Context: an optimization exercise on an open-source flow, tuned for small area, a short achievable clock period and few clock cycles per item. The choices shown serve that exercise and are no tape-out recipe. At most, simulation tests tie the RTL to the original design; equivalence was not proved. The RTL of run 2 was laid out without a check of its function.

==> design.v <==
module nn_mac_array #(
    parameter int LANES  = 4,
    parameter int DWIDTH = 16,
    parameter int FRAC   = 8,
    parameter int AWIDTH = 40,
    parameter int CWIDTH = 16
) (
    input  logic                    clk,
    input  logic                    rst_n,
    input  logic                    s_valid,
    output logic                    s_ready,
    input  logic                    s_last,
    input  logic [DWIDTH-1:0]       s_x,
    input  logic [LANES*DWIDTH-1:0] s_w,
    input  logic [LANES*DWIDTH-1:0] s_bias,
    input  logic                    relu_en,
    output logic                    m_valid,
    input  logic                    m_ready,
    output logic [LANES*DWIDTH-1:0] m_data,
    output logic [LANES-1:0]        m_ovf,
    output logic [CWIDTH-1:0]       m_count,
    output logic                    busy
);
    localparam logic [AWIDTH-1:0] M0 = 40'h7fffffff;
    localparam logic [AWIDTH-1:0] M1 = 40'h7ffffffd;
    localparam logic [AWIDTH-1:0] K0 = 40'hff80000000;
    localparam logic [AWIDTH-1:0] K1 = 40'h0;
    localparam logic [AWIDTH-1:0] RND = AWIDTH'(1) << (FRAC-1);
    logic s_hs;
    logic rdy_q, rdy2_q;
    assign s_ready = rdy_q | (rdy2_q & m_valid & m_ready);
    assign s_hs    = s_valid & s_ready;
    assign busy    = ~s_ready;
    logic [7:0]              enc_one, enc_two, enc_neg;
    logic [7:0]              x_one, x_two, x_neg;
    logic [7:0]              x_one_n, x_two_n, x_neg_n;
    logic [LANES*DWIDTH-1:0] w0;
    logic [DWIDTH-1:0]       b0 [LANES];
    logic                    bc0 [LANES];
    logic                    v0, l0, relu0;
    always_comb begin
        for (int j = 0; j < 8; j++) begin
            logic lo, mid, hi;
            lo  = (j == 0) ? 1'b0 : s_x[2*j-1];
            mid = s_x[2*j];
            hi  = s_x[2*j+1];
            enc_one[j] = s_hs & (mid ^ lo);
            enc_two[j] = s_hs & ((hi & ~mid & ~lo) | (~hi & mid & lo));
            enc_neg[j] = s_hs & hi;
        end
    end
    always_ff @(posedge clk) begin
        x_one   <= enc_one;
        x_two   <= enc_two;
        x_neg   <= enc_neg;
        x_one_n <= ~enc_one;
        x_two_n <= ~enc_two;
        x_neg_n <= ~enc_neg;
        w0      <= s_w;
        for (int i = 0; i < LANES; i++) begin
            logic [DWIDTH-1:0] bg;
            logic [5:0]        mid;
            bg     = (s_hs & s_last) ? s_bias[i*DWIDTH +: DWIDTH] : '0;
            mid    = {1'b0, bg[10:6]} + {5'b0, enc_neg[7]};
            b0[i]  <= {bg[15:11], mid[4:0], bg[5:0]};
            bc0[i] <= mid[5];
        end
        l0    <= s_last;
        relu0 <= relu_en;
    end
    logic                v1, l1, relu1;
    logic [AWIDTH-1:0]   t0_q [LANES];
    logic [AWIDTH-1:0]   t1_q [LANES];
    for (genvar i = 0; i < LANES; i++) begin : g_tree
        logic [AWIDTH-1:0] t0, t1;
        nn_mac_lane_tree u_tree (
            .one (i[0] ? ~x_one_n : x_one),
            .two (i[0] ? ~x_two_n : x_two),
            .neg (i[0] ? ~x_neg_n : x_neg),
            .w   (w0[i*DWIDTH +: DWIDTH]),
            .b   (b0[i]),
            .bc  (bc0[i]),
            .r0  (t0),
            .r1  (t1)
        );
        always_ff @(posedge clk) begin
            t0_q[i] <= t0;
            t1_q[i] <= t1;
        end
    end
    always_ff @(posedge clk) begin
        l1    <= l0;
        relu1 <= relu0;
    end
    logic                a_fin, a_relu;
    logic [1:0]          a_init_q;
    logic                a_init;
    assign a_init = |a_init_q;
    logic [CWIDTH-1:0]   a_cnt;
    logic [AWIDTH-1:0]   acc_q [LANES];
    logic                fin, out_free, done, relu_f;
    logic [CWIDTH-1:0]   cnt_f;
    logic [AWIDTH-1:0]   sum [LANES];
    logic [LANES-1:0]    all0, all1;
    assign fin      = (v1 & l1) | a_fin;         
    assign out_free = ~m_valid;
    assign done     = fin & out_free;             
    assign relu_f   = v1 ? relu1 : a_relu;
    assign cnt_f    = v1 ? (a_cnt + {{(CWIDTH-1){1'b0}}, ~&a_cnt}) : a_cnt;
    logic [AWIDTH-1:0] add_a [LANES];
    logic [AWIDTH-1:0] add_b [LANES];
    logic [AWIDTH-1:0] add_s [LANES];
    for (genvar i = 0; i < LANES; i++) begin : g_add
        logic [AWIDTH-1:0] y0, y1;
        assign y0       = (t0_q[i] & M0) | K0;
        assign y1       = (t1_q[i] & M1) | K1;
        assign add_a[i] = acc_q[i] ^ y0 ^ y1;
        assign add_b[i] = ((acc_q[i] & y0) | (acc_q[i] & y1) | (y0 & y1)) << 1;
        nn_mac_add u_add (.a(add_a[i]), .b(add_b[i]), .s(add_s[i]));
    end
    always_comb begin
        for (int i = 0; i < LANES; i++) begin
            logic [AWIDTH-1:0] p, q;
            p      = add_a[i];
            q      = add_b[i];
            sum[i] = add_s[i];
            begin
                logic ok0, ok1;
                ok0 = 1'b1;
                ok1 = 1'b1;
                for (int k = FRAC+DWIDTH; k < AWIDTH; k++) begin
                    ok0 &= ~((p[k] ^ q[k]) ^ (p[k-1] | q[k-1]));
                    ok1 &=  ((p[k] ^ q[k]) ^ (p[k-1] & q[k-1]));
                end
                all0[i] = ok0 & ~sum[i][FRAC+DWIDTH-1];
                all1[i] = ok1 &  sum[i][FRAC+DWIDTH-1];
            end
        end
    end
    always_ff @(posedge clk) begin
        a_relu <= relu_f;
        a_cnt  <= (done | a_init) ? '0 : cnt_f;
        for (int i = 0; i < LANES; i++)
            acc_q[i] <= (done | a_init) ? RND : sum[i];
    end
    always_ff @(posedge clk) begin
        if (done) begin
            m_count <= cnt_f;
            for (int i = 0; i < LANES; i++) begin
                logic ovf, neg;
                logic [DWIDTH-1:0] r;
                ovf = ~(all0[i] | all1[i]);
                neg = sum[i][AWIDTH-1];
                r   = ovf ? {neg, {(DWIDTH-1){~neg}}} : sum[i][FRAC +: DWIDTH];
                if (relu_f && r[DWIDTH-1]) r = '0;
                m_data[i*DWIDTH +: DWIDTH] <= r;
                m_ovf[i] <= ovf;
            end
        end
    end
    logic       a_fin_d, m_valid_d;
    logic [2:0] closed_d;
    assign a_fin_d   = fin & ~out_free;
    assign m_valid_d = done | (m_valid & ~m_ready);
    assign closed_d  = {2'b0, s_hs & s_last} + {2'b0, v0 & l0} + {2'b0, a_fin_d} + {2'b0, m_valid_d};
    always_ff @(posedge clk or negedge rst_n) begin
        if (!rst_n) begin
            rdy_q   <= 1'b0;
            rdy2_q  <= 1'b0;
            v0      <= 1'b0;
            v1      <= 1'b0;
            a_fin   <= 1'b0;
            a_init_q <= 2'b11;
            m_valid <= 1'b0;
        end else begin
            rdy_q   <= (closed_d <= 3'd1);
            rdy2_q  <= (closed_d == 3'd2);
            v0      <= s_hs;
            v1      <= v0;
            a_fin   <= a_fin_d;
            a_init_q <= {a_init_q[0], 1'b0};
            m_valid <= m_valid_d;
        end
    end
endmodule
module nn_mac_lane_tree (
    input  logic [7:0]  one, two, neg,
    input  logic [15:0] w,
    input  logic [15:0] b,
    input  logic        bc,
    output logic [39:0] r0, r1
);
    wire pp1 = (one[0] & w[0]) ^ neg[0];
    wire pp2 = ((one[0] & w[1]) | (two[0] & w[0])) ^ neg[0];
    wire pp3 = ((one[0] & w[2]) | (two[0] & w[1])) ^ neg[0];
    wire pp4 = ((one[0] & w[3]) | (two[0] & w[2])) ^ neg[0];
    wire pp5 = ((one[0] & w[4]) | (two[0] & w[3])) ^ neg[0];
    wire pp6 = ((one[0] & w[5]) | (two[0] & w[4])) ^ neg[0];
    wire pp7 = ((one[0] & w[6]) | (two[0] & w[5])) ^ neg[0];
    wire pp8 = ((one[0] & w[7]) | (two[0] & w[6])) ^ neg[0];
    wire pp9 = ((one[0] & w[8]) | (two[0] & w[7])) ^ neg[0];
    wire pp10 = ((one[0] & w[9]) | (two[0] & w[8])) ^ neg[0];
    wire pp11 = ((one[0] & w[10]) | (two[0] & w[9])) ^ neg[0];
    wire pp12 = ((one[0] & w[11]) | (two[0] & w[10])) ^ neg[0];
    wire pp13 = ((one[0] & w[12]) | (two[0] & w[11])) ^ neg[0];
    wire pp14 = ((one[0] & w[13]) | (two[0] & w[12])) ^ neg[0];
    wire pp15 = ((one[0] & w[14]) | (two[0] & w[13])) ^ neg[0];
    wire pp16 = ((one[0] & w[15]) | (two[0] & w[14])) ^ neg[0];
    wire pp17 = ((one[0] | two[0]) & w[15]) ^ neg[0];
    wire pn18 = ~pp17;
    wire pp19 = (one[1] & w[0]) ^ neg[1];
    wire pp20 = ((one[1] & w[1]) | (two[1] & w[0])) ^ neg[1];
    wire pp21 = ((one[1] & w[2]) | (two[1] & w[1])) ^ neg[1];
    wire pp22 = ((one[1] & w[3]) | (two[1] & w[2])) ^ neg[1];
    wire pp23 = ((one[1] & w[4]) | (two[1] & w[3])) ^ neg[1];
    wire pp24 = ((one[1] & w[5]) | (two[1] & w[4])) ^ neg[1];
    wire pp25 = ((one[1] & w[6]) | (two[1] & w[5])) ^ neg[1];
    wire pp26 = ((one[1] & w[7]) | (two[1] & w[6])) ^ neg[1];
    wire pp27 = ((one[1] & w[8]) | (two[1] & w[7])) ^ neg[1];
    wire pp28 = ((one[1] & w[9]) | (two[1] & w[8])) ^ neg[1];
    wire pp29 = ((one[1] & w[10]) | (two[1] & w[9])) ^ neg[1];
    wire pp30 = ((one[1] & w[11]) | (two[1] & w[10])) ^ neg[1];
    wire pp31 = ((one[1] & w[12]) | (two[1] & w[11])) ^ neg[1];
    wire pp32 = ((one[1] & w[13]) | (two[1] & w[12])) ^ neg[1];
    wire pp33 = ((one[1] & w[14]) | (two[1] & w[13])) ^ neg[1];
    wire pp34 = ((one[1] & w[15]) | (two[1] & w[14])) ^ neg[1];
    wire pp35 = ~(((one[1] | two[1]) & w[15]) ^ neg[1]);
    wire pp36 = (one[2] & w[0]) ^ neg[2];
    wire pp37 = ((one[2] & w[1]) | (two[2] & w[0])) ^ neg[2];
    wire pp38 = ((one[2] & w[2]) | (two[2] & w[1])) ^ neg[2];
    wire pp39 = ((one[2] & w[3]) | (two[2] & w[2])) ^ neg[2];
    wire pp40 = ((one[2] & w[4]) | (two[2] & w[3])) ^ neg[2];
    wire pp41 = ((one[2] & w[5]) | (two[2] & w[4])) ^ neg[2];
    wire pp42 = ((one[2] & w[6]) | (two[2] & w[5])) ^ neg[2];
    wire pp43 = ((one[2] & w[7]) | (two[2] & w[6])) ^ neg[2];
    wire pp44 = ((one[2] & w[8]) | (two[2] & w[7])) ^ neg[2];
    wire pp45 = ((one[2] & w[9]) | (two[2] & w[8])) ^ neg[2];
    wire pp46 = ((one[2] & w[10]) | (two[2] & w[9])) ^ neg[2];
    wire pp47 = ((one[2] & w[11]) | (two[2] & w[10])) ^ neg[2];
    wire pp48 = ((one[2] & w[12]) | (two[2] & w[11])) ^ neg[2];
    wire pp49 = ((one[2] & w[13]) | (two[2] & w[12])) ^ neg[2];
    wire pp50 = ((one[2] & w[14]) | (two[2] & w[13])) ^ neg[2];
    wire pp51 = ((one[2] & w[15]) | (two[2] & w[14])) ^ neg[2];
    wire pp52 = ~(((one[2] | two[2]) & w[15]) ^ neg[2]);
    wire pp53 = (one[3] & w[0]) ^ neg[3];
    wire pp54 = ((one[3] & w[1]) | (two[3] & w[0])) ^ neg[3];
    wire pp55 = ((one[3] & w[2]) | (two[3] & w[1])) ^ neg[3];
    wire pp56 = ((one[3] & w[3]) | (two[3] & w[2])) ^ neg[3];
    wire pp57 = ((one[3] & w[4]) | (two[3] & w[3])) ^ neg[3];
    wire pp58 = ((one[3] & w[5]) | (two[3] & w[4])) ^ neg[3];
    wire pp59 = ((one[3] & w[6]) | (two[3] & w[5])) ^ neg[3];
    wire pp60 = ((one[3] & w[7]) | (two[3] & w[6])) ^ neg[3];
    wire pp61 = ((one[3] & w[8]) | (two[3] & w[7])) ^ neg[3];
    wire pp62 = ((one[3] & w[9]) | (two[3] & w[8])) ^ neg[3];
    wire pp63 = ((one[3] & w[10]) | (two[3] & w[9])) ^ neg[3];
    wire pp64 = ((one[3] & w[11]) | (two[3] & w[10])) ^ neg[3];
    wire pp65 = ((one[3] & w[12]) | (two[3] & w[11])) ^ neg[3];
    wire pp66 = ((one[3] & w[13]) | (two[3] & w[12])) ^ neg[3];
    wire pp67 = ((one[3] & w[14]) | (two[3] & w[13])) ^ neg[3];
    wire pp68 = ((one[3] & w[15]) | (two[3] & w[14])) ^ neg[3];
    wire pp69 = ~(((one[3] | two[3]) & w[15]) ^ neg[3]);
    wire pp70 = (one[4] & w[0]) ^ neg[4];
    wire pp71 = ((one[4] & w[1]) | (two[4] & w[0])) ^ neg[4];
    wire pp72 = ((one[4] & w[2]) | (two[4] & w[1])) ^ neg[4];
    wire pp73 = ((one[4] & w[3]) | (two[4] & w[2])) ^ neg[4];
    wire pp74 = ((one[4] & w[4]) | (two[4] & w[3])) ^ neg[4];
    wire pp75 = ((one[4] & w[5]) | (two[4] & w[4])) ^ neg[4];
    wire pp76 = ((one[4] & w[6]) | (two[4] & w[5])) ^ neg[4];
    wire pp77 = ((one[4] & w[7]) | (two[4] & w[6])) ^ neg[4];
    wire pp78 = ((one[4] & w[8]) | (two[4] & w[7])) ^ neg[4];
    wire pp79 = ((one[4] & w[9]) | (two[4] & w[8])) ^ neg[4];
    wire pp80 = ((one[4] & w[10]) | (two[4] & w[9])) ^ neg[4];
    wire pp81 = ((one[4] & w[11]) | (two[4] & w[10])) ^ neg[4];
    wire pp82 = ((one[4] & w[12]) | (two[4] & w[11])) ^ neg[4];
    wire pp83 = ((one[4] & w[13]) | (two[4] & w[12])) ^ neg[4];
    wire pp84 = ((one[4] & w[14]) | (two[4] & w[13])) ^ neg[4];
    wire pp85 = ((one[4] & w[15]) | (two[4] & w[14])) ^ neg[4];
    wire pp86 = ~(((one[4] | two[4]) & w[15]) ^ neg[4]);
    wire pp87 = (one[5] & w[0]) ^ neg[5];
    wire pp88 = ((one[5] & w[1]) | (two[5] & w[0])) ^ neg[5];
    wire pp89 = ((one[5] & w[2]) | (two[5] & w[1])) ^ neg[5];
    wire pp90 = ((one[5] & w[3]) | (two[5] & w[2])) ^ neg[5];
    wire pp91 = ((one[5] & w[4]) | (two[5] & w[3])) ^ neg[5];
    wire pp92 = ((one[5] & w[5]) | (two[5] & w[4])) ^ neg[5];
    wire pp93 = ((one[5] & w[6]) | (two[5] & w[5])) ^ neg[5];
    wire pp94 = ((one[5] & w[7]) | (two[5] & w[6])) ^ neg[5];
    wire pp95 = ((one[5] & w[8]) | (two[5] & w[7])) ^ neg[5];
    wire pp96 = ((one[5] & w[9]) | (two[5] & w[8])) ^ neg[5];
    wire pp97 = ((one[5] & w[10]) | (two[5] & w[9])) ^ neg[5];
    wire pp98 = ((one[5] & w[11]) | (two[5] & w[10])) ^ neg[5];
    wire pp99 = ((one[5] & w[12]) | (two[5] & w[11])) ^ neg[5];
    wire pp100 = ((one[5] & w[13]) | (two[5] & w[12])) ^ neg[5];
    wire pp101 = ((one[5] & w[14]) | (two[5] & w[13])) ^ neg[5];
    wire pp102 = ((one[5] & w[15]) | (two[5] & w[14])) ^ neg[5];
    wire pp103 = ~(((one[5] | two[5]) & w[15]) ^ neg[5]);
    wire pp104 = (one[6] & w[0]) ^ neg[6];
    wire pp105 = ((one[6] & w[1]) | (two[6] & w[0])) ^ neg[6];
    wire pp106 = ((one[6] & w[2]) | (two[6] & w[1])) ^ neg[6];
    wire pp107 = ((one[6] & w[3]) | (two[6] & w[2])) ^ neg[6];
    wire pp108 = ((one[6] & w[4]) | (two[6] & w[3])) ^ neg[6];
    wire pp109 = ((one[6] & w[5]) | (two[6] & w[4])) ^ neg[6];
    wire pp110 = ((one[6] & w[6]) | (two[6] & w[5])) ^ neg[6];
    wire pp111 = ((one[6] & w[7]) | (two[6] & w[6])) ^ neg[6];
    wire pp112 = ((one[6] & w[8]) | (two[6] & w[7])) ^ neg[6];
    wire pp113 = ((one[6] & w[9]) | (two[6] & w[8])) ^ neg[6];
    wire pp114 = ((one[6] & w[10]) | (two[6] & w[9])) ^ neg[6];
    wire pp115 = ((one[6] & w[11]) | (two[6] & w[10])) ^ neg[6];
    wire pp116 = ((one[6] & w[12]) | (two[6] & w[11])) ^ neg[6];
    wire pp117 = ((one[6] & w[13]) | (two[6] & w[12])) ^ neg[6];
    wire pp118 = ((one[6] & w[14]) | (two[6] & w[13])) ^ neg[6];
    wire pp119 = ((one[6] & w[15]) | (two[6] & w[14])) ^ neg[6];
    wire pp120 = ~(((one[6] | two[6]) & w[15]) ^ neg[6]);
    wire pp121 = (one[7] & w[0]) ^ neg[7];
    wire pp122 = ((one[7] & w[1]) | (two[7] & w[0])) ^ neg[7];
    wire pp123 = ((one[7] & w[2]) | (two[7] & w[1])) ^ neg[7];
    wire pp124 = ((one[7] & w[3]) | (two[7] & w[2])) ^ neg[7];
    wire pp125 = ((one[7] & w[4]) | (two[7] & w[3])) ^ neg[7];
    wire pp126 = ((one[7] & w[5]) | (two[7] & w[4])) ^ neg[7];
    wire pp127 = ((one[7] & w[6]) | (two[7] & w[5])) ^ neg[7];
    wire pp128 = ((one[7] & w[7]) | (two[7] & w[6])) ^ neg[7];
    wire pp129 = ((one[7] & w[8]) | (two[7] & w[7])) ^ neg[7];
    wire pp130 = ((one[7] & w[9]) | (two[7] & w[8])) ^ neg[7];
    wire pp131 = ((one[7] & w[10]) | (two[7] & w[9])) ^ neg[7];
    wire pp132 = ((one[7] & w[11]) | (two[7] & w[10])) ^ neg[7];
    wire pp133 = ((one[7] & w[12]) | (two[7] & w[11])) ^ neg[7];
    wire pp134 = ((one[7] & w[13]) | (two[7] & w[12])) ^ neg[7];
    wire pp135 = ((one[7] & w[14]) | (two[7] & w[13])) ^ neg[7];
    wire pp136 = ((one[7] & w[15]) | (two[7] & w[14])) ^ neg[7];
    wire pp137 = ~(((one[7] | two[7]) & w[15]) ^ neg[7]);
    wire bn138 = ~b[15];
    wire hs139 = pp9 ^ pp25;
    wire hc140 = pp9 & pp25;
    wire hs141 = pp10 ^ pp26;
    wire hc142 = pp10 & pp26;
    wire ft143 = pp11 ^ pp27;
    wire fs144 = ft143 ^ pp42;
    wire fc145 = (pp11 & pp27) | (ft143 & pp42);
    wire hs146 = pp57 ^ pp72;
    wire hc147 = pp57 & pp72;
    wire ft148 = pp12 ^ pp28;
    wire fs149 = ft148 ^ pp43;
    wire fc150 = (pp12 & pp28) | (ft148 & pp43);
    wire hs151 = pp58 ^ pp73;
    wire hc152 = pp58 & pp73;
    wire ft153 = pp13 ^ pp29;
    wire fs154 = ft153 ^ pp44;
    wire fc155 = (pp13 & pp29) | (ft153 & pp44);
    wire ft156 = pp59 ^ pp74;
    wire fs157 = ft156 ^ pp89;
    wire fc158 = (pp59 & pp74) | (ft156 & pp89);
    wire hs159 = pp104 ^ neg[6];
    wire hc160 = pp104 & neg[6];
    wire ft161 = pp14 ^ pp30;
    wire fs162 = ft161 ^ pp45;
    wire fc163 = (pp14 & pp30) | (ft161 & pp45);
    wire ft164 = pp60 ^ pp75;
    wire fs165 = ft164 ^ pp90;
    wire fc166 = (pp60 & pp75) | (ft164 & pp90);
    wire hs167 = pp105 ^ b[5];
    wire hc168 = pp105 & b[5];
    wire ft169 = pp15 ^ pp31;
    wire fs170 = ft169 ^ pp46;
    wire fc171 = (pp15 & pp31) | (ft169 & pp46);
    wire ft172 = pp61 ^ pp76;
    wire fs173 = ft172 ^ pp91;
    wire fc174 = (pp61 & pp76) | (ft172 & pp91);
    wire ft175 = pp106 ^ pp121;
    wire fs176 = ft175 ^ b[6];
    wire fc177 = (pp106 & pp121) | (ft175 & b[6]);
    wire ft178 = pp16 ^ pp32;
    wire fs179 = ft178 ^ pp47;
    wire fc180 = (pp16 & pp32) | (ft178 & pp47);
    wire ft181 = pp62 ^ pp77;
    wire fs182 = ft181 ^ pp92;
    wire fc183 = (pp62 & pp77) | (ft181 & pp92);
    wire ft184 = pp107 ^ pp122;
    wire fs185 = ft184 ^ b[7];
    wire fc186 = (pp107 & pp122) | (ft184 & b[7]);
    wire ft187 = pp17 ^ pp33;
    wire fs188 = ft187 ^ pp48;
    wire fc189 = (pp17 & pp33) | (ft187 & pp48);
    wire ft190 = pp63 ^ pp78;
    wire fs191 = ft190 ^ pp93;
    wire fc192 = (pp63 & pp78) | (ft190 & pp93);
    wire ft193 = pp108 ^ pp123;
    wire fs194 = ft193 ^ b[8];
    wire fc195 = (pp108 & pp123) | (ft193 & b[8]);
    wire ft196 = pp17 ^ pp34;
    wire fs197 = ft196 ^ pp49;
    wire fc198 = (pp17 & pp34) | (ft196 & pp49);
    wire ft199 = pp64 ^ pp79;
    wire fs200 = ft199 ^ pp94;
    wire fc201 = (pp64 & pp79) | (ft199 & pp94);
    wire ft202 = pp109 ^ pp124;
    wire fs203 = ft202 ^ b[9];
    wire fc204 = (pp109 & pp124) | (ft202 & b[9]);
    wire ft205 = pn18 ^ pp35;
    wire fs206 = ft205 ^ pp50;
    wire fc207 = (pn18 & pp35) | (ft205 & pp50);
    wire ft208 = pp65 ^ pp80;
    wire fs209 = ft208 ^ pp95;
    wire fc210 = (pp65 & pp80) | (ft208 & pp95);
    wire ft211 = pp110 ^ pp125;
    wire fs212 = ft211 ^ b[10];
    wire fc213 = (pp110 & pp125) | (ft211 & b[10]);
    wire ft214 = pp51 ^ pp66;
    wire fs215 = ft214 ^ pp81;
    wire fc216 = (pp51 & pp66) | (ft214 & pp81);
    wire ft217 = pp96 ^ pp111;
    wire fs218 = ft217 ^ pp126;
    wire fc219 = (pp96 & pp111) | (ft217 & pp126);
    wire fs220 = ~(b[11] ^ bc);
    wire fc221 = b[11] | bc;
    wire ft222 = pp52 ^ pp67;
    wire fs223 = ft222 ^ pp82;
    wire fc224 = (pp52 & pp67) | (ft222 & pp82);
    wire ft225 = pp97 ^ pp112;
    wire fs226 = ft225 ^ pp127;
    wire fc227 = (pp97 & pp112) | (ft225 & pp127);
    wire ft228 = pp68 ^ pp83;
    wire fs229 = ft228 ^ pp98;
    wire fc230 = (pp68 & pp83) | (ft228 & pp98);
    wire hs231 = pp113 ^ pp128;
    wire hc232 = pp113 & pp128;
    wire ft233 = pp69 ^ pp84;
    wire fs234 = ft233 ^ pp99;
    wire fc235 = (pp69 & pp84) | (ft233 & pp99);
    wire hs236 = pp7 ^ pp23;
    wire hc237 = pp7 & pp23;
    wire hs238 = pp8 ^ pp24;
    wire hc239 = pp8 & pp24;
    wire ft240 = hs139 ^ pp40;
    wire fs241 = ft240 ^ pp55;
    wire fc242 = (hs139 & pp40) | (ft240 & pp55);
    wire hs243 = pp70 ^ neg[4];
    wire hc244 = pp70 & neg[4];
    wire ft245 = hs141 ^ pp41;
    wire fs246 = ft245 ^ pp56;
    wire fc247 = (hs141 & pp41) | (ft245 & pp56);
    wire ft248 = pp71 ^ b[1];
    wire fs249 = ft248 ^ hc140;
    wire fc250 = (pp71 & b[1]) | (ft248 & hc140);
    wire ft251 = fs144 ^ hs146;
    wire fs252 = ft251 ^ pp87;
    wire fc253 = (fs144 & hs146) | (ft251 & pp87);
    wire ft254 = neg[5] ^ b[2];
    wire fs255 = ft254 ^ hc142;
    wire fc256 = (neg[5] & b[2]) | (ft254 & hc142);
    wire ft257 = fs149 ^ hs151;
    wire fs258 = ft257 ^ pp88;
    wire fc259 = (fs149 & hs151) | (ft257 & pp88);
    wire ft260 = b[3] ^ fc145;
    wire fs261 = ft260 ^ hc147;
    wire fc262 = (b[3] & fc145) | (ft260 & hc147);
    wire ft263 = fs154 ^ fs157;
    wire fs264 = ft263 ^ hs159;
    wire fc265 = (fs154 & fs157) | (ft263 & hs159);
    wire ft266 = b[4] ^ fc150;
    wire fs267 = ft266 ^ hc152;
    wire fc268 = (b[4] & fc150) | (ft266 & hc152);
    wire ft269 = fs162 ^ fs165;
    wire fs270 = ft269 ^ hs167;
    wire fc271 = (fs162 & fs165) | (ft269 & hs167);
    wire ft272 = fc155 ^ fc158;
    wire fs273 = ft272 ^ hc160;
    wire fc274 = (fc155 & fc158) | (ft272 & hc160);
    wire ft275 = fs170 ^ fs173;
    wire fs276 = ft275 ^ fs176;
    wire fc277 = (fs170 & fs173) | (ft275 & fs176);
    wire ft278 = fc163 ^ fc166;
    wire fs279 = ft278 ^ hc168;
    wire fc280 = (fc163 & fc166) | (ft278 & hc168);
    wire ft281 = fs179 ^ fs182;
    wire fs282 = ft281 ^ fs185;
    wire fc283 = (fs179 & fs182) | (ft281 & fs185);
    wire ft284 = fc171 ^ fc174;
    wire fs285 = ft284 ^ fc177;
    wire fc286 = (fc171 & fc174) | (ft284 & fc177);
    wire ft287 = fs188 ^ fs191;
    wire fs288 = ft287 ^ fs194;
    wire fc289 = (fs188 & fs191) | (ft287 & fs194);
    wire ft290 = fc180 ^ fc183;
    wire fs291 = ft290 ^ fc186;
    wire fc292 = (fc180 & fc183) | (ft290 & fc186);
    wire ft293 = fs197 ^ fs200;
    wire fs294 = ft293 ^ fs203;
    wire fc295 = (fs197 & fs200) | (ft293 & fs203);
    wire ft296 = fc189 ^ fc192;
    wire fs297 = ft296 ^ fc195;
    wire fc298 = (fc189 & fc192) | (ft296 & fc195);
    wire ft299 = fs206 ^ fs209;
    wire fs300 = ft299 ^ fs212;
    wire fc301 = (fs206 & fs209) | (ft299 & fs212);
    wire ft302 = fc198 ^ fc201;
    wire fs303 = ft302 ^ fc204;
    wire fc304 = (fc198 & fc201) | (ft302 & fc204);
    wire ft305 = fs215 ^ fs218;
    wire fs306 = ft305 ^ fs220;
    wire fc307 = (fs215 & fs218) | (ft305 & fs220);
    wire ft308 = fc207 ^ fc210;
    wire fs309 = ft308 ^ fc213;
    wire fc310 = (fc207 & fc210) | (ft308 & fc213);
    wire ft311 = fs223 ^ fs226;
    wire fs312 = ft311 ^ b[12];
    wire fc313 = (fs223 & fs226) | (ft311 & b[12]);
    wire ft314 = fc216 ^ fc219;
    wire fs315 = ft314 ^ fc221;
    wire fc316 = (fc216 & fc219) | (ft314 & fc221);
    wire ft317 = fs229 ^ hs231;
    wire fs318 = ft317 ^ b[13];
    wire fc319 = (fs229 & hs231) | (ft317 & b[13]);
    wire fs320 = ~(fc224 ^ fc227);
    wire fc321 = fc224 | fc227;
    wire ft322 = fs234 ^ pp114;
    wire fs323 = ft322 ^ pp129;
    wire fc324 = (fs234 & pp114) | (ft322 & pp129);
    wire ft325 = b[14] ^ fc230;
    wire fs326 = ft325 ^ hc232;
    wire fc327 = (b[14] & fc230) | (ft325 & hc232);
    wire ft328 = pp85 ^ pp100;
    wire fs329 = ft328 ^ pp115;
    wire fc330 = (pp85 & pp100) | (ft328 & pp115);
    wire ft331 = pp130 ^ bn138;
    wire fs332 = ft331 ^ fc235;
    wire fc333 = (pp130 & bn138) | (ft331 & fc235);
    wire ft334 = pp86 ^ pp101;
    wire fs335 = ft334 ^ pp116;
    wire fc336 = (pp86 & pp101) | (ft334 & pp116);
    wire hs337 = pp102 ^ pp117;
    wire hc338 = pp102 & pp117;
    wire hs339 = pp5 ^ pp21;
    wire hc340 = pp5 & pp21;
    wire hs341 = pp6 ^ pp22;
    wire hc342 = pp6 & pp22;
    wire ft343 = hs236 ^ pp38;
    wire fs344 = ft343 ^ pp53;
    wire fc345 = (hs236 & pp38) | (ft343 & pp53);
    wire ft346 = hs238 ^ pp39;
    wire fs347 = ft346 ^ pp54;
    wire fc348 = (hs238 & pp39) | (ft346 & pp54);
    wire ft349 = fs241 ^ hs243;
    wire fs350 = ft349 ^ b[0];
    wire fc351 = (fs241 & hs243) | (ft349 & b[0]);
    wire ft352 = fs246 ^ fs249;
    wire fs353 = ft352 ^ fc242;
    wire fc354 = (fs246 & fs249) | (ft352 & fc242);
    wire ft355 = fs252 ^ fs255;
    wire fs356 = ft355 ^ fc247;
    wire fc357 = (fs252 & fs255) | (ft355 & fc247);
    wire ft358 = fs258 ^ fs261;
    wire fs359 = ft358 ^ fc253;
    wire fc360 = (fs258 & fs261) | (ft358 & fc253);
    wire ft361 = fs264 ^ fs267;
    wire fs362 = ft361 ^ fc259;
    wire fc363 = (fs264 & fs267) | (ft361 & fc259);
    wire ft364 = fs270 ^ fs273;
    wire fs365 = ft364 ^ fc265;
    wire fc366 = (fs270 & fs273) | (ft364 & fc265);
    wire ft367 = fs276 ^ fs279;
    wire fs368 = ft367 ^ fc271;
    wire fc369 = (fs276 & fs279) | (ft367 & fc271);
    wire ft370 = fs282 ^ fs285;
    wire fs371 = ft370 ^ fc277;
    wire fc372 = (fs282 & fs285) | (ft370 & fc277);
    wire ft373 = fs288 ^ fs291;
    wire fs374 = ft373 ^ fc283;
    wire fc375 = (fs288 & fs291) | (ft373 & fc283);
    wire ft376 = fs294 ^ fs297;
    wire fs377 = ft376 ^ fc289;
    wire fc378 = (fs294 & fs297) | (ft376 & fc289);
    wire ft379 = fs300 ^ fs303;
    wire fs380 = ft379 ^ fc295;
    wire fc381 = (fs300 & fs303) | (ft379 & fc295);
    wire ft382 = fs306 ^ fs309;
    wire fs383 = ft382 ^ fc301;
    wire fc384 = (fs306 & fs309) | (ft382 & fc301);
    wire ft385 = fs312 ^ fs315;
    wire fs386 = ft385 ^ fc307;
    wire fc387 = (fs312 & fs315) | (ft385 & fc307);
    wire ft388 = fs318 ^ fs320;
    wire fs389 = ft388 ^ fc313;
    wire fc390 = (fs318 & fs320) | (ft388 & fc313);
    wire ft391 = fs323 ^ fs326;
    wire fs392 = ft391 ^ fc319;
    wire fc393 = (fs323 & fs326) | (ft391 & fc319);
    wire ft394 = fs329 ^ fs332;
    wire fs395 = ft394 ^ fc324;
    wire fc396 = (fs329 & fs332) | (ft394 & fc324);
    wire ft397 = fs335 ^ pp131;
    wire fs398 = ft397 ^ fc330;
    wire fc399 = (fs335 & pp131) | (ft397 & fc330);
    wire ft400 = hs337 ^ pp132;
    wire fs401 = ft400 ^ fc336;
    wire fc402 = (hs337 & pp132) | (ft400 & fc336);
    wire ft403 = pp103 ^ pp118;
    wire fs404 = ft403 ^ pp133;
    wire fc405 = (pp103 & pp118) | (ft403 & pp133);
    wire hs406 = pp119 ^ pp134;
    wire hc407 = pp119 & pp134;
    wire hs408 = pp3 ^ pp19;
    wire hc409 = pp3 & pp19;
    wire hs410 = pp4 ^ pp20;
    wire hc411 = pp4 & pp20;
    wire ft412 = hs339 ^ pp36;
    wire fs413 = ft412 ^ neg[2];
    wire fc414 = (hs339 & pp36) | (ft412 & neg[2]);
    wire ft415 = hs341 ^ pp37;
    wire fs416 = ft415 ^ hc340;
    wire fc417 = (hs341 & pp37) | (ft415 & hc340);
    wire ft418 = fs344 ^ neg[3];
    wire fs419 = ft418 ^ hc342;
    wire fc420 = (fs344 & neg[3]) | (ft418 & hc342);
    wire ft421 = fs347 ^ hc237;
    wire fs422 = ft421 ^ fc345;
    wire fc423 = (fs347 & hc237) | (ft421 & fc345);
    wire ft424 = fs350 ^ hc239;
    wire fs425 = ft424 ^ fc348;
    wire fc426 = (fs350 & hc239) | (ft424 & fc348);
    wire ft427 = fs353 ^ hc244;
    wire fs428 = ft427 ^ fc351;
    wire fc429 = (fs353 & hc244) | (ft427 & fc351);
    wire ft430 = fs356 ^ fc250;
    wire fs431 = ft430 ^ fc354;
    wire fc432 = (fs356 & fc250) | (ft430 & fc354);
    wire ft433 = fs359 ^ fc256;
    wire fs434 = ft433 ^ fc357;
    wire fc435 = (fs359 & fc256) | (ft433 & fc357);
    wire ft436 = fs362 ^ fc262;
    wire fs437 = ft436 ^ fc360;
    wire fc438 = (fs362 & fc262) | (ft436 & fc360);
    wire ft439 = fs365 ^ fc268;
    wire fs440 = ft439 ^ fc363;
    wire fc441 = (fs365 & fc268) | (ft439 & fc363);
    wire ft442 = fs368 ^ fc274;
    wire fs443 = ft442 ^ fc366;
    wire fc444 = (fs368 & fc274) | (ft442 & fc366);
    wire ft445 = fs371 ^ fc280;
    wire fs446 = ft445 ^ fc369;
    wire fc447 = (fs371 & fc280) | (ft445 & fc369);
    wire ft448 = fs374 ^ fc286;
    wire fs449 = ft448 ^ fc372;
    wire fc450 = (fs374 & fc286) | (ft448 & fc372);
    wire ft451 = fs377 ^ fc292;
    wire fs452 = ft451 ^ fc375;
    wire fc453 = (fs377 & fc292) | (ft451 & fc375);
    wire ft454 = fs380 ^ fc298;
    wire fs455 = ft454 ^ fc378;
    wire fc456 = (fs380 & fc298) | (ft454 & fc378);
    wire ft457 = fs383 ^ fc304;
    wire fs458 = ft457 ^ fc381;
    wire fc459 = (fs383 & fc304) | (ft457 & fc381);
    wire ft460 = fs386 ^ fc310;
    wire fs461 = ft460 ^ fc384;
    wire fc462 = (fs386 & fc310) | (ft460 & fc384);
    wire ft463 = fs389 ^ fc316;
    wire fs464 = ft463 ^ fc387;
    wire fc465 = (fs389 & fc316) | (ft463 & fc387);
    wire ft466 = fs392 ^ fc321;
    wire fs467 = ft466 ^ fc390;
    wire fc468 = (fs392 & fc321) | (ft466 & fc390);
    wire ft469 = fs395 ^ fc327;
    wire fs470 = ft469 ^ fc393;
    wire fc471 = (fs395 & fc327) | (ft469 & fc393);
    wire ft472 = fs398 ^ fc333;
    wire fs473 = ft472 ^ fc396;
    wire fc474 = (fs398 & fc333) | (ft472 & fc396);
    wire fs475 = ~(fs401 ^ fc399);
    wire fc476 = fs401 | fc399;
    wire ft477 = fs404 ^ hc338;
    wire fs478 = ft477 ^ fc402;
    wire fc479 = (fs404 & hc338) | (ft477 & fc402);
    wire fs480 = ~(hs406 ^ fc405);
    wire fc481 = hs406 | fc405;
    wire ft482 = pp120 ^ pp135;
    wire fs483 = ft482 ^ hc407;
    wire fc484 = (pp120 & pp135) | (ft482 & hc407);
    wire fn485 = ~pp136;
    assign r0[0] = pp1;
    assign r0[1] = pp2;
    assign r0[2] = hs408;
    assign r0[3] = hs410;
    assign r0[4] = fs413;
    assign r0[5] = fs416;
    assign r0[6] = fs419;
    assign r0[7] = fs422;
    assign r0[8] = fs425;
    assign r0[9] = fs428;
    assign r0[10] = fs431;
    assign r0[11] = fs434;
    assign r0[12] = fs437;
    assign r0[13] = fs440;
    assign r0[14] = fs443;
    assign r0[15] = fs446;
    assign r0[16] = fs449;
    assign r0[17] = fs452;
    assign r0[18] = fs455;
    assign r0[19] = fs458;
    assign r0[20] = fs461;
    assign r0[21] = fs464;
    assign r0[22] = fs467;
    assign r0[23] = fs470;
    assign r0[24] = fs473;
    assign r0[25] = fs475;
    assign r0[26] = fs478;
    assign r0[27] = fs480;
    assign r0[28] = fs483;
    assign r0[29] = fn485;
    assign r0[30] = pp137;
    assign r0[31] = 1'b1;
    assign r0[32] = 1'b1;
    assign r0[33] = 1'b1;
    assign r0[34] = 1'b1;
    assign r0[35] = 1'b1;
    assign r0[36] = 1'b1;
    assign r0[37] = 1'b1;
    assign r0[38] = 1'b1;
    assign r0[39] = 1'b1;
    assign r1[0] = neg[0];
    assign r1[1] = 1'b0;
    assign r1[2] = neg[1];
    assign r1[3] = hc409;
    assign r1[4] = hc411;
    assign r1[5] = fc414;
    assign r1[6] = fc417;
    assign r1[7] = fc420;
    assign r1[8] = fc423;
    assign r1[9] = fc426;
    assign r1[10] = fc429;
    assign r1[11] = fc432;
    assign r1[12] = fc435;
    assign r1[13] = fc438;
    assign r1[14] = fc441;
    assign r1[15] = fc444;
    assign r1[16] = fc447;
    assign r1[17] = fc450;
    assign r1[18] = fc453;
    assign r1[19] = fc456;
    assign r1[20] = fc459;
    assign r1[21] = fc462;
    assign r1[22] = fc465;
    assign r1[23] = fc468;
    assign r1[24] = fc471;
    assign r1[25] = fc474;
    assign r1[26] = fc476;
    assign r1[27] = fc479;
    assign r1[28] = fc481;
    assign r1[29] = fc484;
    assign r1[30] = pp136;
    assign r1[31] = 1'b0;
    assign r1[32] = 1'b0;
    assign r1[33] = 1'b0;
    assign r1[34] = 1'b0;
    assign r1[35] = 1'b0;
    assign r1[36] = 1'b0;
    assign r1[37] = 1'b0;
    assign r1[38] = 1'b0;
    assign r1[39] = 1'b0;
endmodule
module nn_mac_add (
    input  logic [39:0] a, b,
    output logic [39:0] s
);
    logic [39:0] g0, p0;
    assign g0 = a & b;
    assign p0 = a ^ b;
    wire g1_1 = g0[1] | (p0[1] & g0[0]);
    wire g1_3 = g0[3] | (p0[3] & g0[2]);
    wire p1_3 = p0[3] & p0[2];
    wire g1_5 = g0[5] | (p0[5] & g0[4]);
    wire p1_5 = p0[5] & p0[4];
    wire g1_7 = g0[7] | (p0[7] & g0[6]);
    wire p1_7 = p0[7] & p0[6];
    wire g1_9 = g0[9] | (p0[9] & g0[8]);
    wire p1_9 = p0[9] & p0[8];
    wire g1_11 = g0[11] | (p0[11] & g0[10]);
    wire p1_11 = p0[11] & p0[10];
    wire g1_13 = g0[13] | (p0[13] & g0[12]);
    wire p1_13 = p0[13] & p0[12];
    wire g1_15 = g0[15] | (p0[15] & g0[14]);
    wire p1_15 = p0[15] & p0[14];
    wire g1_17 = g0[17] | (p0[17] & g0[16]);
    wire p1_17 = p0[17] & p0[16];
    wire g1_19 = g0[19] | (p0[19] & g0[18]);
    wire p1_19 = p0[19] & p0[18];
    wire g1_21 = g0[21] | (p0[21] & g0[20]);
    wire p1_21 = p0[21] & p0[20];
    wire g1_23 = g0[23] | (p0[23] & g0[22]);
    wire p1_23 = p0[23] & p0[22];
    wire g1_25 = g0[25] | (p0[25] & g0[24]);
    wire p1_25 = p0[25] & p0[24];
    wire g1_27 = g0[27] | (p0[27] & g0[26]);
    wire p1_27 = p0[27] & p0[26];
    wire g1_29 = g0[29] | (p0[29] & g0[28]);
    wire p1_29 = p0[29] & p0[28];
    wire g1_31 = g0[31] | (p0[31] & g0[30]);
    wire p1_31 = p0[31] & p0[30];
    wire g1_33 = g0[33] | (p0[33] & g0[32]);
    wire p1_33 = p0[33] & p0[32];
    wire g1_35 = g0[35] | (p0[35] & g0[34]);
    wire p1_35 = p0[35] & p0[34];
    wire g1_37 = g0[37] | (p0[37] & g0[36]);
    wire p1_37 = p0[37] & p0[36];
    wire g1_39 = g0[39] | (p0[39] & g0[38]);
    wire p1_39 = p0[39] & p0[38];
    wire g2_2 = g0[2] | (p0[2] & g1_1);
    wire g2_3 = g1_3 | (p1_3 & g1_1);
    wire g2_6 = g0[6] | (p0[6] & g1_5);
    wire p2_6 = p0[6] & p1_5;
    wire g2_7 = g1_7 | (p1_7 & g1_5);
    wire p2_7 = p1_7 & p1_5;
    wire g2_10 = g0[10] | (p0[10] & g1_9);
    wire p2_10 = p0[10] & p1_9;
    wire g2_11 = g1_11 | (p1_11 & g1_9);
    wire p2_11 = p1_11 & p1_9;
    wire g2_14 = g0[14] | (p0[14] & g1_13);
    wire p2_14 = p0[14] & p1_13;
    wire g2_15 = g1_15 | (p1_15 & g1_13);
    wire p2_15 = p1_15 & p1_13;
    wire g2_18 = g0[18] | (p0[18] & g1_17);
    wire p2_18 = p0[18] & p1_17;
    wire g2_19 = g1_19 | (p1_19 & g1_17);
    wire p2_19 = p1_19 & p1_17;
    wire g2_22 = g0[22] | (p0[22] & g1_21);
    wire p2_22 = p0[22] & p1_21;
    wire g2_23 = g1_23 | (p1_23 & g1_21);
    wire p2_23 = p1_23 & p1_21;
    wire g2_26 = g0[26] | (p0[26] & g1_25);
    wire p2_26 = p0[26] & p1_25;
    wire g2_27 = g1_27 | (p1_27 & g1_25);
    wire p2_27 = p1_27 & p1_25;
    wire g2_30 = g0[30] | (p0[30] & g1_29);
    wire p2_30 = p0[30] & p1_29;
    wire g2_31 = g1_31 | (p1_31 & g1_29);
    wire p2_31 = p1_31 & p1_29;
    wire g2_34 = g0[34] | (p0[34] & g1_33);
    wire p2_34 = p0[34] & p1_33;
    wire g2_35 = g1_35 | (p1_35 & g1_33);
    wire p2_35 = p1_35 & p1_33;
    wire g2_38 = g0[38] | (p0[38] & g1_37);
    wire p2_38 = p0[38] & p1_37;
    wire g2_39 = g1_39 | (p1_39 & g1_37);
    wire p2_39 = p1_39 & p1_37;
    wire g3_4 = g0[4] | (p0[4] & g2_3);
    wire g3_5 = g1_5 | (p1_5 & g2_3);
    wire g3_6 = g2_6 | (p2_6 & g2_3);
    wire g3_7 = g2_7 | (p2_7 & g2_3);
    wire g3_12 = g0[12] | (p0[12] & g2_11);
    wire p3_12 = p0[12] & p2_11;
    wire g3_13 = g1_13 | (p1_13 & g2_11);
    wire p3_13 = p1_13 & p2_11;
    wire g3_14 = g2_14 | (p2_14 & g2_11);
    wire p3_14 = p2_14 & p2_11;
    wire g3_15 = g2_15 | (p2_15 & g2_11);
    wire p3_15 = p2_15 & p2_11;
    wire g3_20 = g0[20] | (p0[20] & g2_19);
    wire p3_20 = p0[20] & p2_19;
    wire g3_21 = g1_21 | (p1_21 & g2_19);
    wire p3_21 = p1_21 & p2_19;
    wire g3_22 = g2_22 | (p2_22 & g2_19);
    wire p3_22 = p2_22 & p2_19;
    wire g3_23 = g2_23 | (p2_23 & g2_19);
    wire p3_23 = p2_23 & p2_19;
    wire g3_28 = g0[28] | (p0[28] & g2_27);
    wire p3_28 = p0[28] & p2_27;
    wire g3_29 = g1_29 | (p1_29 & g2_27);
    wire p3_29 = p1_29 & p2_27;
    wire g3_30 = g2_30 | (p2_30 & g2_27);
    wire p3_30 = p2_30 & p2_27;
    wire g3_31 = g2_31 | (p2_31 & g2_27);
    wire p3_31 = p2_31 & p2_27;
    wire g3_36 = g0[36] | (p0[36] & g2_35);
    wire p3_36 = p0[36] & p2_35;
    wire g3_37 = g1_37 | (p1_37 & g2_35);
    wire p3_37 = p1_37 & p2_35;
    wire g3_38 = g2_38 | (p2_38 & g2_35);
    wire p3_38 = p2_38 & p2_35;
    wire g3_39 = g2_39 | (p2_39 & g2_35);
    wire p3_39 = p2_39 & p2_35;
    wire g4_8 = g0[8] | (p0[8] & g3_7);
    wire g4_9 = g1_9 | (p1_9 & g3_7);
    wire g4_10 = g2_10 | (p2_10 & g3_7);
    wire g4_11 = g2_11 | (p2_11 & g3_7);
    wire g4_12 = g3_12 | (p3_12 & g3_7);
    wire g4_13 = g3_13 | (p3_13 & g3_7);
    wire g4_14 = g3_14 | (p3_14 & g3_7);
    wire g4_15 = g3_15 | (p3_15 & g3_7);
    wire g4_24 = g0[24] | (p0[24] & g3_23);
    wire p4_24 = p0[24] & p3_23;
    wire g4_25 = g1_25 | (p1_25 & g3_23);
    wire p4_25 = p1_25 & p3_23;
    wire g4_26 = g2_26 | (p2_26 & g3_23);
    wire p4_26 = p2_26 & p3_23;
    wire g4_27 = g2_27 | (p2_27 & g3_23);
    wire p4_27 = p2_27 & p3_23;
    wire g4_28 = g3_28 | (p3_28 & g3_23);
    wire p4_28 = p3_28 & p3_23;
    wire g4_29 = g3_29 | (p3_29 & g3_23);
    wire p4_29 = p3_29 & p3_23;
    wire g4_30 = g3_30 | (p3_30 & g3_23);
    wire p4_30 = p3_30 & p3_23;
    wire g4_31 = g3_31 | (p3_31 & g3_23);
    wire p4_31 = p3_31 & p3_23;
    wire g5_16 = g0[16] | (p0[16] & g4_15);
    wire g5_17 = g1_17 | (p1_17 & g4_15);
    wire g5_18 = g2_18 | (p2_18 & g4_15);
    wire g5_19 = g2_19 | (p2_19 & g4_15);
    wire g5_20 = g3_20 | (p3_20 & g4_15);
    wire g5_21 = g3_21 | (p3_21 & g4_15);
    wire g5_22 = g3_22 | (p3_22 & g4_15);
    wire g5_23 = g3_23 | (p3_23 & g4_15);
    wire g5_24 = g4_24 | (p4_24 & g4_15);
    wire g5_25 = g4_25 | (p4_25 & g4_15);
    wire g5_26 = g4_26 | (p4_26 & g4_15);
    wire g5_27 = g4_27 | (p4_27 & g4_15);
    wire g5_28 = g4_28 | (p4_28 & g4_15);
    wire g5_29 = g4_29 | (p4_29 & g4_15);
    wire g5_30 = g4_30 | (p4_30 & g4_15);
    wire g5_31 = g4_31 | (p4_31 & g4_15);
    wire g6_32 = g0[32] | (p0[32] & g5_31);
    wire g6_33 = g1_33 | (p1_33 & g5_31);
    wire g6_34 = g2_34 | (p2_34 & g5_31);
    wire g6_35 = g2_35 | (p2_35 & g5_31);
    wire g6_36 = g3_36 | (p3_36 & g5_31);
    wire g6_37 = g3_37 | (p3_37 & g5_31);
    wire g6_38 = g3_38 | (p3_38 & g5_31);
    wire g6_39 = g3_39 | (p3_39 & g5_31);
    assign s = p0 ^ {g6_38, g6_37, g6_36, g6_35, g6_34, g6_33, g6_32, g5_31, g5_30, g5_29, g5_28, g5_27, g5_26, g5_25, g5_24, g5_23, g5_22, g5_21, g5_20, g5_19, g5_18, g5_17, g5_16, g4_15, g4_14, g4_13, g4_12, g4_11, g4_10, g4_9, g4_8, g3_7, g3_6, g3_5, g3_4, g2_3, g2_2, g1_1, g0[0], 1'b0};
endmodule
==> flow/run.sh <==
#!/bin/bash
# The standard layout, with the port buffers taken from buf_1 instead of the
# cell buffer_ports picks by default (a larger, slower delay cell). Timing
# repair still resizes any of them that limit timing.
set -euo pipefail
export BUFFER_PORTS_ARGS="-buffer_cell sky130_fd_sc_hd__buf_1"
bash standard.sh > standard.log 2>&1
==> standard.sh <==
#!/bin/bash
# synth_recipe.tcl (not shown) runs the flow's synth.tcl, then flattens the netlist and writes it again
# the make line also repeats each setting of config.mk as NAME=value (left out here)
make -C /OpenROAD-flow-scripts/flow DESIGN_CONFIG=/design/flow/config.mk WORK_HOME=/design/flow/orfs CLKGATE_MAP_FILE= SYNTH_SCRIPT=/design/flow/synth_recipe.tcl "${@:-finish}"
==> config.mk <==
export PLATFORM = sky130hd
export DESIGN_NAME = nn_mac_array
export DESIGN_NICKNAME = nn_mac_array
export VERILOG_FILES = /design/flow/design.v
export SDC_FILE = /design/flow/constraint.sdc
export NUM_CORES = 4
export LEC_CHECK = 0
export CAP_MARGIN = 20
export CORE_MARGIN = 2
export CORE_UTILIZATION = 55
export CTS_BUF_LIST = sky130_fd_sc_hd__clkbuf_16
export CTS_CLUSTER_DIAMETER = 70
export CTS_CLUSTER_SIZE = 32
export PLACE_DENSITY = 0.8
export SETUP_SLACK_MARGIN = 4.2
export SLEW_MARGIN = 20
==> constraint.sdc <==
create_clock -name core_clock -period 8.0 [get_ports {clk}]
set_input_delay 1.6000 -clock core_clock [delete_from_list [all_inputs] [get_ports {clk}]]
set_output_delay 1.6000 -clock core_clock [all_outputs]
set_load 0.01 [all_outputs]
==> reports/summary.txt, run 1 <==
CP Launch Type - flip-flop
CTS Buf Count - 43
Nets@finish - 5849
Crit-path max FO - 7
Fmax - 265 MHz
H-tree Lvls - 2
Largest family of logic cells by synthesized area - adder cells
DRC viols - 0
Final Hold Viols - 0
WHS Path Cells - 0
Setup crit end kind - flip-flop
Drt pass-1 iters - 8
Die Footprint - 0.0918 sq mm
First-pass GRT wire length - 203000 um
Register Area - 0.0148 sq mm
Tcrit/Tclk final - 47.1%
Synth Warn # - 18
Setup TNS - 0 ns
Hold EP - relu1$_DFF_P_
Layout Skew - 0.0488 ns
R2R cell count - 14
Cts hold-fix bufs - 0
Final min period - 3.77 ns
Grt met2 use - 44.3%
1st-iter DRT viols - 3110
Fin worst setup slack - 4.23 ns
Cells after synthesis - 4770
GPL Wtd Cong - 0.914
CP arrival - 4.28 ns
Clock latency on the worst-skew pair - 0.65 ns
Crit Reg-Reg Endpoint - m_data[12]$_SDFFCE_PP0P_
Register area share after synthesis - 30.0%
Post-Route WL - 129000 um
I/O Pins - 237
Synth Area in XOR/XNOR - 14.1%
Root Buffer - clkbuf_16
Most frequent cell after synthesis - inv_1
Simple-Gate Fraction of Synth Area - 6.24%
Critical Path RT - 8.51 ns
Largest net degree at the start of global routing - 68
Dpl hpwl - 89300 um
Row Count - 109
Compound-Gate Fraction of Synth Area - 10.9%
Synth top area share - 24.5%
M3 GR Usage - 6.82%
Total grt overflow - 0
Clk sinks - 693
Grt peak-use layer - met2
Critical path type - flip-flop to flip-flop
M1 GR Usage - 37.2%
Top post-synthesis cells by count - inv_1 (633), dfxtp_1 (601), fa_1 (573), xnor2_1 (477), xor2_1 (312)
Via Count - 35300
Tightest Hold Check Type - flip-flop to flip-flop
Clk buf depth - 3
Synth Area per Inst - 10.3 sq um
Max Slew Vio Count - 0
#FFs+latches synth - 693
Hold Startpoint - relu0$_DFF_P_
Mapped Area - 0.0492 sq mm
Outcome - timing/DRC/antenna clean
Cell taking the most area after synthesis - dfxtp_1
Vias in the first global route - 37200
Slew HR - 29.7%
Top post-synthesis cells by area - dfxtp_1 (24%), fa_1 (23%), xnor2_1 (8.5%)
Flop2flop setup slack - 4.23 ns
Area added between synthesis and finish - 8.61%
Mux contribution to synthesized area - 0.155%
Synth Area in Adders - 31.2%
Die width - 303 um
CTS tree - built
FFs w/ async S/R, synth - 1.15%
Total track usage - 28.2%
Fillers - 7064
Count of cell types in the netlist - 78
Worst-path clk slew - 0.11 ns
Final setup viols - 0
Pre-CTS WS - 2.89 ns
Core Footprint - 0.0885 sq mm
Worst-Margin Slew - 1.05 ns
Net Count, Synth - 5804
Initial core utilization - 55.6%
Multi-input combinational cell area - 0.0314 sq mm
Die Y - 303 um
Initial antenna violation count - 8
Synth Flop Type - dfxtp_1
DR vias/cell - 5.87
RR Startpoint - acc_q[0][11]$_SDFF_PP0_
Max_cap viols - 0
Post-synth EDFFs - 84
Buffers on Ports - 236
Routed Antenna Nets - 0
Avg WL per Cell - 21.4 um
Share of layout cells above drive strength 1 - 6.35%
RSZ-0062 raised after global routing - true
==> registers in the layout, summed over array words and instances, names as in the netlist, 8 cells and up <==
name,flops
m_count,16
x_neg_n,8
x_one_n,8
w0,64
m_data,64
x_one,8
b0,64
a_cnt,16
x_two,8
g_add.y0,124
g_add.y1,116
x_neg,8
x_two_n,8
acc_q,160
==> logic make-up after synthesis <==
group           Yosys count
fa+ha+maj               884
flops                   693
buf+inv                 961
mux                       7
xor+xnor                790
compound gates          799
simple gates            635
other cells               1
==> cells in the final DEF, fill, tap and decap left out, types with 8 or more instances in the layout <==
cell type and instances:
a21oi_1 56, buf_4 69, dfxtp_2 18, nand4_1 30
xnor2_1 474, a22oi_1 240, nand2b_1 17, o21ai_2 12
and3_1 17, edfxtp_1 84, ha_4 8, inv_1 633
o21ai_0 85, ha_1 300, and2_1 88, o22ai_1 240
nor3_1 32, nor4_1 18, o21ai_1 17, nand2_1 144
o21a_1 14, clkbuf_16 46, dfxtp_1 578, o21bai_1 9
nor2_1 207, a31oi_1 12, buf_1 236, a21o_1 29
fa_1 570, xor2_1 312, nand3_1 26, a21oi_4 8
a21oi_2 9, nor2b_1 17
==> worst max path at each step <==
stage                                  from                        to  slack [ns]  depth (start not counted)
global route        acc_q[0][11]$_SDFF_PP0_  m_data[12]$_SDFFCE_PP0P_        4.13                         14
global placement                    m_ready         b0[0][10]$_DFF_P_        3.01                         11
CTS                  g_add[0].y1[2]$_DFF_P_  m_data[32]$_SDFFCE_PP0P_        4.19                         11
floorplan                  x_neg[3]$_DFF_P_   g_add[2].y0[12]$_DFF_P_        4.34                         10
finish              acc_q[0][11]$_SDFF_PP0_  m_data[12]$_SDFFCE_PP0P_        4.23                         14
detailed placement                  m_ready         b0[0][10]$_DFF_P_        2.89                         11
==> metal layers <==
metal,vias up,routed length (um)
li1,15500,-
met1,17400,50600
met2,1879,58100
met3,475,13900
met4,6,6040
met5,-,34
==> final cells by class <==
type,instances,share of cell area [%]
Multi-Input combinational cell,3119,58.8
Sequential cell,693,27.7
Inverter,639,4.54
Timing Repair Buffer,319,3.05
Tap cell,1165,2.73
Clock buffer,45,2.11
Clock inverter,34,1.04
Antenna cell,1,0.00468
==> critical path, cell delays in order, from the launching register on <==
cell and delay, ns:
dfxtp_2 0.35, fa_1 0.59, ha_4 0.24, a21o_1 0.19, o21bai_4 0.17, a221o_1 0.30, a41o_4 0.28, a21o_4 0.23
a21oi_4 0.19, xor2_4 0.27, nor4b_4 0.33, a21oi_4 0.06, buf_12 0.15, clkbuf_16 0.15, o21ai_2 0.11
==> through the flow <==
step | instances | area [sq um] | hold slack, ns | util, %
final | 6015 | 53400 | 0.340 | 60.4
after global routing | 6015 | 53400 | 0.347 | 60.4
after CTS | 5993 | 52900 | 0.344 | 59.7
after detailed placement | 5901 | 50700 | 0.315 | 57.3
after global placement | 5901 | 50700 | 0.316 | 57.3
after floorplan | 4770 | 49200 | 0.310 | -
==> what timing repair did <==
action                                  CTS  global route
gates cloned                              3             1
hold endpoints to repair                  0             0
pin swaps                                19            46
endpoints found under the setup margin  212            96
resized for setup                        62            82
setup buffers                            10            20
Testbench counts, summed over its fixed seeds: cycles 13,779, items 1,600.
==> inputs of run 2 (changes only) <==
--- a/design.v
+++ b/design.v
@@ -28,8 +28,6 @@
     localparam logic [AWIDTH-1:0] RND = AWIDTH'(1) << (FRAC-1);
     logic s_hs;
-    logic rdy_q, rdy2_q;
-    assign s_ready = rdy_q | (rdy2_q & m_valid & m_ready);
-    assign s_hs    = s_valid & s_ready;
-    assign busy    = ~s_ready;
+    assign s_hs = s_valid & s_ready;
+    assign busy = ~s_ready;
     logic [7:0]              enc_one, enc_two, enc_neg;
     logic [7:0]              x_one, x_two, x_neg;
@@ -38,5 +36,5 @@
     logic [DWIDTH-1:0]       b0 [LANES];
     logic                    bc0 [LANES];
-    logic                    v0, l0, relu0;
+    logic                    v0, l0, lv0, relu0;
     always_comb begin
         for (int j = 0; j < 8; j++) begin
@@ -59,12 +57,11 @@
         w0      <= s_w;
         for (int i = 0; i < LANES; i++) begin
-            logic [DWIDTH-1:0] bg;
-            logic [5:0]        mid;
-            bg     = (s_hs & s_last) ? s_bias[i*DWIDTH +: DWIDTH] : '0;
-            mid    = {1'b0, bg[10:6]} + {5'b0, enc_neg[7]};
-            b0[i]  <= {bg[15:11], mid[4:0], bg[5:0]};
+            logic [5:0] mid;
+            mid    = {1'b0, s_bias[i*DWIDTH+6 +: 5]} + {5'b0, s_x[DWIDTH-1]};
+            b0[i]  <= {s_bias[i*DWIDTH+11 +: 5], mid[4:0], s_bias[i*DWIDTH +: 6]};
             bc0[i] <= mid[5];
         end
         l0    <= s_last;
+        lv0   <= s_hs & s_last;
         relu0 <= relu_en;
     end
@@ -79,6 +76,6 @@
             .neg (i[0] ? ~x_neg_n : x_neg),
             .w   (w0[i*DWIDTH +: DWIDTH]),
-            .b   (b0[i]),
-            .bc  (bc0[i]),
+            .b   (lv0 ? b0[i] : (DWIDTH'(x_neg[7]) << (14 - FRAC))),
+            .bc  (lv0 & bc0[i]),
             .r0  (t0),
             .r1  (t1)
@@ -93,8 +90,5 @@
         relu1 <= relu0;
     end
-    logic                a_fin, a_relu;
-    logic [1:0]          a_init_q;
-    logic                a_init;
-    assign a_init = |a_init_q;
+    logic                a_fin, a_init, a_relu;
     logic [CWIDTH-1:0]   a_cnt;
     logic [AWIDTH-1:0]   acc_q [LANES];
@@ -166,18 +160,16 @@
     always_ff @(posedge clk or negedge rst_n) begin
         if (!rst_n) begin
-            rdy_q   <= 1'b0;
-            rdy2_q  <= 1'b0;
+            s_ready <= 1'b0;
             v0      <= 1'b0;
             v1      <= 1'b0;
             a_fin   <= 1'b0;
-            a_init_q <= 2'b11;
+            a_init  <= 1'b1;
             m_valid <= 1'b0;
         end else begin
-            rdy_q   <= (closed_d <= 3'd1);
-            rdy2_q  <= (closed_d == 3'd2);
+            s_ready <= (closed_d <= 3'd1);
             v0      <= s_hs;
             v1      <= v0;
             a_fin   <= a_fin_d;
-            a_init_q <= {a_init_q[0], 1'b0};
+            a_init  <= 1'b0;
             m_valid <= m_valid_d;
         end
==> run.sh (new file) <==
#!/bin/bash
# synth_recipe.tcl (not shown) runs the flow's synth.tcl, then flattens the netlist and writes it again
# the make line also repeats each setting of config.mk as NAME=value (left out here)
make -C /OpenROAD-flow-scripts/flow DESIGN_CONFIG=/design/flow/config.mk WORK_HOME=/design/flow/orfs CLKGATE_MAP_FILE= SYNTH_SCRIPT=/design/flow/synth_recipe.tcl finish
--- a/config.mk
+++ b/config.mk
@@ -8,9 +8,5 @@
 export CAP_MARGIN = 20
 export CORE_MARGIN = 2
-export CORE_UTILIZATION = 55
-export CTS_BUF_LIST = sky130_fd_sc_hd__clkbuf_16
-export CTS_CLUSTER_DIAMETER = 70
-export CTS_CLUSTER_SIZE = 32
-export PLACE_DENSITY = 0.8
+export CORE_UTILIZATION = 40
 export SETUP_SLACK_MARGIN = 4.2
 export SLEW_MARGIN = 20
removed: flow/run.sh
removed: standard.sh
==> reports/summary.txt, run 2 <==
Outcome - timing/DRC/antenna clean (unchanged)
H-tree Lvls - 3 (was 2)
Most frequent cells in the layout - inv_1 (595), fa_1 (572), dfxtp_1 (554) (was inv_1 (633), dfxtp_1 (578), fa_1 (570))
Total grt overflow - 0 (unchanged)
CP Launch Type - flip-flop (unchanged)
Clock latency on the worst-skew pair - 0.70 ns (was 0.65 ns)
Vias in the first global route - 35700 (was 37200)
WP buf/inv - 2 (unchanged)
Most frequent cell after synthesis - dfxtp_1 (was inv_1)
Net Count, Synth - 5905 (was 5804)
Most common cell after layout, fill and taps aside - inv_1 (unchanged)
Max incr delay on CP - 0.88 ns (was 0.59 ns)
Top post-synthesis cells by area - dfxtp_1 (24%), fa_1 (23%), xnor2_1 (8.2%) (was dfxtp_1 (24%), fa_1 (23%), xnor2_1 (8.5%))
Synth Warn # - 18 (unchanged)
Clk buf depth - 3 (unchanged)
Core Footprint - 0.124 sq mm (was 0.0885 sq mm)
Crit-path max FO - 32 (was 7)
Area added between synthesis and finish - 14.7% (was 8.61%)
Most flop-heavy register - acc_q (unchanged)
Drt pass-1 iters - 5 (was 8)
Crit path top cell by count - fa_1 (was a21oi_4)
Row Count - 129 (was 109)
Synth top area share - 24.1% (was 24.5%)
Final Hold Viols - 0 (unchanged)
Max_cap viols - 0 (unchanged)
Post-Route WL - 141000 um (was 129000 um)
Register area share after synthesis - 29.5% (was 30.0%)
Layout Skew - 0.0216 ns (was 0.0488 ns)
Final setup viols - 0 (unchanged)
Largest net degree at the start of global routing - 70 (was 68)
Via Count - 35300 (about the same)
Tcrit/Tclk final - 46.7% (was 47.1%)
R2R cell count - 8 (was 14)
I/O Pins - 237 (unchanged)
Worst-path clk slew - 0.07 ns (was 0.11 ns)
1st-iter DRT viols - 3367 (was 3110)
Top post-synthesis cells by count - dfxtp_1 (602), inv_1 (598), fa_1 (573), xnor2_1 (467), xor2_1 (317) (was inv_1 (633), dfxtp_1 (601), fa_1 (573), xnor2_1 (477), xor2_1 (312))
Setup crit end kind - flip-flop (unchanged)
Post-synth EDFFs - 84 (unchanged)
Cell Chain, Critical Path - o21ai_0 > xor2_1 > fa_1 > fa_1 > inv_1 > fa_1 > fa_1 > inv_1 (was fa_1 > ha_4 > a21o_1 > o21bai_4 > a221o_1 > a41o_4 > a21o_4 > a21oi_4 > xor2_4 > nor4b_4 > a21oi_4 > buf_12 > clkbuf_16 > o21ai_2)
Routed Antenna Nets - 0 (unchanged)
Clk sinks - 692 (was 693)
CP delay by family, top - adder cells (was compound AO/OA/AOI/OAI gates)
Hold EP - relu1$_DFF_P_ (unchanged)
Root Buffer - clkbuf_16 (unchanged)
Cell taking the most area after synthesis - dfxtp_1 (unchanged)
Die Y - 357 um (was 303 um)
Max Slew Vio Count - 0 (unchanged)
Die width - 357 um (was 303 um)
Total track usage - 22.0% (was 28.2%)
Mapped Area - 0.0500 sq mm (was 0.0492 sq mm)
Share of layout cells above drive strength 1 - 8.13% (was 6.35%)
Synth Area per Inst - 10.3 sq um (about the same)
Avg WL per Cell - 21.2 um (was 21.4 um)
Final min period - 3.74 ns (was 3.77 ns)
Dpl hpwl - 101000 um (was 89300 um)
GPL Wtd Cong - 0.879 (was 0.914)
WHS Path Cells - 0 (unchanged)
Synth Flop Type - dfxtp_1 (unchanged)
Cells after synthesis - 4874 (was 4770)
Count of cell types in the netlist - 94 (was 78)
RR Startpoint - x_two[2]$_DFF_P_ (was acc_q[0][11]$_SDFF_PP0_)
Initial antenna violation count - 9 (was 8)
Fmax - 268 MHz (was 265 MHz)
#FFs+latches synth - 692 (was 693)
Critical Path RT - 8.58 ns (was 8.51 ns)
Die Footprint - 0.128 sq mm (was 0.0918 sq mm)
Crit Reg-Reg Endpoint - g_add[2].y0[20]$_DFF_P_ (was m_data[12]$_SDFFCE_PP0P_)
DRC viols - 0 (unchanged)
## run 2: timing repair
action | in CTS | in global routing
endpoints found under the setup margin | 136 | 97
endpoints found under the hold margin | 0 | 0
resized for setup | 31 | 113
hold buffers | 0 | 0
gates cloned | 0 | 3
pin swaps | 6 | 34
buffers inserted | 10 | 22
## run 2: cell families (layout without fill, tap and decap cells)
logic type	Yosys count	in the layout	share of synthesized area, %
flops	692	692	29.5
other cells	1	3	0.00750
simple gates	745	747	7.44
xor+xnor	786	786	13.8
fa+ha+maj	881	881	30.7
mux	10	11	0.213
compound gates	812	812	11.2
buf+inv	947	1076	7.24
## run 2: worst max-delay path by stage
stage / depth (start not counted) / startpoint / slack [ns] / end
2_1_floorplan: 12 / x_neg[3]$_DFF_P_ / 4.23 / g_add[0].y0[19]$_DFF_P_
3_3_place_gp: 11 / g_add[0].y1[2]$_DFF_P_ / 3.71 / m_data[12]$_SDFFCE_PP0P_
3_5_place_dp: 11 / g_add[0].y1[2]$_DFF_P_ / 3.57 / m_data[13]$_SDFFCE_PP0P_
4_1_cts: 12 / g_add[0].y1[2]$_DFF_P_ / 4.21 / m_data[13]$_SDFFCE_PP0P_
5_1_grt: 12 / g_add[0].y1[2]$_DFF_P_ / 4.14 / m_data[1]$_SDFFCE_PP0P_
6_report: 8 / x_two[2]$_DFF_P_ / 4.26 / g_add[2].y0[20]$_DFF_P_
## run 2: per-stage QoR
stage               instance area [sq um]  setup WS (ns)  cells  hold slack, ns  util, %
floorplan                           50000           4.23   4874           0.310        -
global placement                    53400           3.71   6452           0.312     43.2
detailed placement                  53400           3.57   6452           0.322     43.2
CTS                                 56600           4.21   6618           0.335     45.8
global route                        57300           4.14   6643           0.342     46.3
finish                              57300           4.26   6645           0.331     46.3
## run 2: layer usage
metal  part of all wire (%)  up-vias  track usage, %
met3                     10      219            5.58
met2                     40     1562            30.2
met5                  0.025        -               0
li1                       -    16100               -
met1                     47    17500            33.4
met4                    2.4        6            6.55
## run 2: layout make-up
type | instances | area (sq um)
Inverter | 606 | 2300
Multi-Input combinational cell | 3238 | 32200
Timing Repair Buffer | 314 | 3040
Fill cell | 11400 | 66500
Antenna cell | 2 | 5.00
Clock buffer | 109 | 2350
Sequential cell | 692 | 14800
Tap cell | 1637 | 2050
Clock inverter | 47 | 617

re-timing with driven ports:
No port has a modelled driver above. Below, the same layouts with a new extraction and two added sets of constraints.
Step 1: set_driving_cell puts a clkbuf_16 on clk and a buf_2 on each other input, an assumption about the parent block.
Step 2 moves the port delays by t, midway between the first and last clock arrival at a register: inputs arrive t later, outputs are due t later. That takes back most of the time a late clock gives input paths.
Three values: ideal ports, drivers, drivers and shift; two values: the first two.
run	t (ns)	setup slack, ns	latest minus earliest clock arrival (ns)	slew at the worst register clock pin (ns)	worst slew at a driven data input, ns
run 1	0.700	4.232 / 4.226 / 3.840	0.049 / 0.049	0.11 / 0.11	0.12
run 2	0.754	4.263 / 4.263 / 4.263	0.024 / 0.023	0.07 / 0.07	0.08
After both steps every run listed still meets setup and hold. The setup slack of run 1, which loses most, moves by -0.006 ns with the drivers and by -0.392 ns with both steps.
